What follows belongs to an exercise in optimizing a design on an open flow for small area; a production flow would make more cautious choices. The RTL was checked by simulation tests, not by an equivalence proof against the original design. No activity file was given, so power comes from the tool's default toggle rates.

job 101:
// rx_adc_conditioner
module rx_adc_conditioner
#(
    parameter int ADDR_DC_OFFSET_CL_EN = DEF_ADDR_DC_OFFSET_CL_EN,
    parameter int ADDR_ADC_OFFSET_0    = DEF_ADDR_ADC_OFFSET_0,
    parameter int ADDR_ADC_OFFSET_1    = DEF_ADDR_ADC_OFFSET_1,
    parameter int ADDR_ADC_OFFSET_2    = DEF_ADDR_ADC_OFFSET_2,
    parameter int ADDR_ADC_OFFSET_3    = DEF_ADDR_ADC_OFFSET_3,
    parameter int ADDR_RX_MUX          = DEF_ADDR_RX_MUX
) (
    input  logic              clock,
    input  logic              reset,
    input  logic              enable,
    input  logic [ADDR_W-1:0] serial_addr,
    input  logic [DATA_W-1:0] serial_data,
    input  logic              serial_strobe,
    input  logic [ADC_W-1:0]  rx_a_a,
    input  logic [ADC_W-1:0]  rx_b_a,
    input  logic [ADC_W-1:0]  rx_a_b,
    input  logic [ADC_W-1:0]  rx_b_b,
    output logic [31:0]       rssi_0,
    output logic [31:0]       rssi_1,
    output logic [31:0]       rssi_2,
    output logic [31:0]       rssi_3,
    output logic [SMP_W-1:0]  ddc0_in_i,
    output logic [SMP_W-1:0]  ddc0_in_q,
    output logic [SMP_W-1:0]  ddc1_in_i,
    output logic [SMP_W-1:0]  ddc1_in_q,
    output logic [SMP_W-1:0]  ddc2_in_i,
    output logic [SMP_W-1:0]  ddc2_in_q,
    output logic [SMP_W-1:0]  ddc3_in_i,
    output logic [SMP_W-1:0]  ddc3_in_q,
    output logic [3:0]        rx_numchan
);
Size in the first run: ~4100 cells after synthesis, about 490 flip-flops.
export LEC_CHECK = 0
export ABC_AREA = 1
export CAP_MARGIN = 20
export CORE_MARGIN = 2
export CORE_UTILIZATION = 45
export CTS_BUF_LIST = sky130_fd_sc_hd__clkbuf_16
export CTS_CLUSTER_DIAMETER = 60
export CTS_CLUSTER_SIZE = 30
export SLEW_MARGIN = 20
create_clock -name core_clock -period 5.5 [get_ports {clock}]
standard.sh (not shown) runs the stock make flow with config.mk's settings and CLKGATE_MAP_FILE= SYNTH_SCRIPT=/design/flow/synth_recipe.tcl, a recipe that flattens the netlist after the stock synthesis.
==> flow/flow/run.sh <==
#!/bin/bash
# The standard layout (standard.sh) with these changes:
#  1. Synthesis runs the standard flow's own script, synth_recipe.tcl, except that Yosys's
#     extract_fa is skipped and the final ABC mapping uses flow/area.abc
#     (area mapping under a 3.4 ns delay target) instead of ORFS's script.
#     Registers, their names and cell types are those of the standard synthesis.
#  2. Every port is buffered with the smallest buffer, sky130_fd_sc_hd__buf_1.
#  3. After global routing, ORFS's power recovery (RECOVER_POWER) downsizes
#     gates on paths with positive slack.
# Each tool's full output stays in orfs/logs; make's output goes to flow.log.
set -euo pipefail
W=$PWD
cat > "$W/own_synth.tcl" <<EOS
yosys -import
proc extract_fa {args} { puts "extract_fa skipped: ABC maps the adders" }
proc abc {args} {
  set i [lsearch -exact \$args -script]
  if { \$i >= 0 } {
    set args [lreplace \$args [expr {\$i + 1}] [expr {\$i + 1}] $W/flow/area.abc]
  }
  puts "abc \$args"
  yosys abc {*}\$args
}
source $W/synth_recipe.tcl
EOS
sed "s#SYNTH_SCRIPT=[^ ]*#SYNTH_SCRIPT=$W/own_synth.tcl#" standard.sh > own_standard.sh
grep -q "SYNTH_SCRIPT=$W/own_synth.tcl" own_standard.sh
export BUFFER_PORTS_ARGS="-buffer_cell sky130_fd_sc_hd__buf_1"
export RECOVER_POWER=100
bash own_standard.sh > flow.log 2>&1
==> flow/flow/area.abc <==
strash
dc2
dch
map -D 3400
strash
dc2
dch
map -D 3400
buffer
upsize -D 3400
dnsize -D 3400
stime -p
[flow] job 101 | stages: complete | final checks: fail | reason: max-capacitance violations, max-slew violations
diff inputs: job 101 => job 102
-- flow/flow/run.sh --
<<< job 101, line 5
#     (area mapping under a 3.4 ns delay target) instead of ORFS's script.
>>> job 102, line 5
#     (area mapping under a 3.6 ns delay target) instead of ORFS's script.
<<< job 101, line 8
#  3. After global routing, ORFS's power recovery (RECOVER_POWER) downsizes
#     gates on paths with positive slack.
# Each tool's full output stays in orfs/logs; make's output goes to flow.log.
>>> job 102, line 8
<<< job 101, line 29
export RECOVER_POWER=100
>>> job 102, line 26
export CTS_ARGS="-sink_clustering_enable -repair_clock_nets -sink_clustering_size 30 -sink_clustering_max_diameter 60 -buf_list sky130_fd_sc_hd__clkbuf_16 -dont_use_dummy_load"
==> flow/flow/area.abc <==
strash
dc2
dch
map -D 3600
strash
dc2
dch
map -D 3600
buffer
upsize -D 3600
dnsize -D 3600
stime -p
==> results.txt <==
- Job 102 reached the end of the flow, and the finished layout is clean on the timing, DRC and antenna checks.
- Between job 101 and job 102, via count normalized by instance count increased.
- Against job 101, job 102 comes in 0.67 ns lower on transition at the pin with the smallest max-transition slack.
- As of job 102, power drawn by the combinational cells had risen slightly compared to job 101.
- On CTS clock-pin slew for the worst setup and hold paths, job 101 tracks job 102 almost exactly.
- [job 102 vs job 101] total wire length after detailed routing: lower in job 102
- Of job 102 and job 101, the lower sequential share of layout area belongs to job 101.
- Compared with job 101, job 102 has extra setup slack.
--- input diff job 102..job 103 ---
Settings: CTS_CLUSTER_SIZE changed from 30 to 36; CTS_CLUSTER_DIAMETER changed from 60 to 90; CORE_UTILIZATION changed from 45 to 55.
-- flow/flow/run.sh --
<<< job 102, line 5
#     (area mapping under a 3.6 ns delay target) instead of ORFS's script.
>>> job 103, line 5
#     (area mapping under a 3.4 ns delay target) instead of ORFS's script.
<<< job 102, line 26
export CTS_ARGS="-sink_clustering_enable -repair_clock_nets -sink_clustering_size 30 -sink_clustering_max_diameter 60 -buf_list sky130_fd_sc_hd__clkbuf_16 -dont_use_dummy_load"
>>> job 103, line 26
export CTS_ARGS="-sink_clustering_enable -repair_clock_nets -sink_clustering_size 36 -sink_clustering_max_diameter 90 -buf_list sky130_fd_sc_hd__clkbuf_16 -dont_use_dummy_load"
==> flow/flow/area.abc <==
strash
dc2
dch
map -D 3400
strash
dc2
dch
map -D 3400
buffer
upsize -D 3400
dnsize -D 3400
stime -p
--- outcome ---
Run comparison: job 102 slowest cell on the critical path sky130_fd_sc_hd__dfxtp_1; job 103 slowest cell on the critical path sky130_fd_sc_hd__nor4_2
Of the two values seen for capturing instance or port of the critical path, g_ch[0].u_dc.hs was produced by job 102 and g_ch[1].u_dc.hs by job 103.
Compared with job 102, job 103 shows a higher effective utilization at floorplan.
When the final numbers for job 103 and job 102 were put side by side, the period utilization turned out to be smaller in job 103.
Job 103 against job 102: met2 wirelength from detailed routing now smaller; post-route worst hold slack now smaller; worst setup slack after placement now larger; global-route congestion overflow total comparable.
Diff job 102..job 103 | combined area of the multi-input logic cells | negligible
On fraction of power spent switching nets: between job 103 and job 102, it ends up higher for job 103.
Edits applied to the flow inputs when going from job 103 to job 104:
Settings: CTS_CLUSTER_SIZE now 30, was 36; CTS_CLUSTER_DIAMETER now 60, was 90.
-- flow/flow/run.sh --
<<< job 103, line 26
export CTS_ARGS="-sink_clustering_enable -repair_clock_nets -sink_clustering_size 36 -sink_clustering_max_diameter 90 -buf_list sky130_fd_sc_hd__clkbuf_16 -dont_use_dummy_load"
>>> job 104, line 26
export CTS_ARGS="-sink_clustering_enable -repair_clock_nets -sink_clustering_size 30 -sink_clustering_max_diameter 60 -buf_list sky130_fd_sc_hd__clkbuf_16 -dont_use_dummy_load"
-- flow/flow/area.abc --
<<< job 103, line 2
>>> job 104, line 2
&get -n
&fraig -x
&put
scorr
--- outcome ---
Compare job 103 and job 104 | total number of H-tree levels higher: job 104
Per the comparison of job 104 with job 103, placeable core region shows no meaningful change, post-CTS setup buffer count now sits at about the same level, post-layout total power moved up, design area picked up an extra 0.71%.

-- static timing again, ports no longer ideal --
No port has a modelled driver above. Below, the same layouts with a new extraction and two added sets of constraints. Step 1, drivers: a clkbuf_16 drives clock and a buf_2 each remaining input, both assumed. Step 2 also shifts input and output timing later by t, the mid clock arrival at the registers, as if the neighbouring blocks saw the same clock. Three values: ideal ports, drivers, drivers and shift; two values: the first two.
| run | t, ns | setup slack, ns | hold slack, ns | worst setup path after step 2 |
|---|---|---|---|---|
| job 101 | 0.665 | 0.542 / 0.542 / 0.481 | 0.439 / 0.439 / 0.439 | input to register |
| job 102 | 0.633 | 0.549 / 0.549 / 0.549 | 0.438 / 0.438 / 0.438 | register to register |
| job 103 | 0.643 | 0.609 / 0.609 / 0.609 | 0.428 / 0.428 / 0.428 | register to register |
| job 104 | 0.625 | 0.535 / 0.535 / 0.535 | 0.437 / 0.437 / 0.437 | register to register |
The setup slack of job 101, which loses most, moves by 0.000 ns with the drivers and by -0.061 ns with both steps.
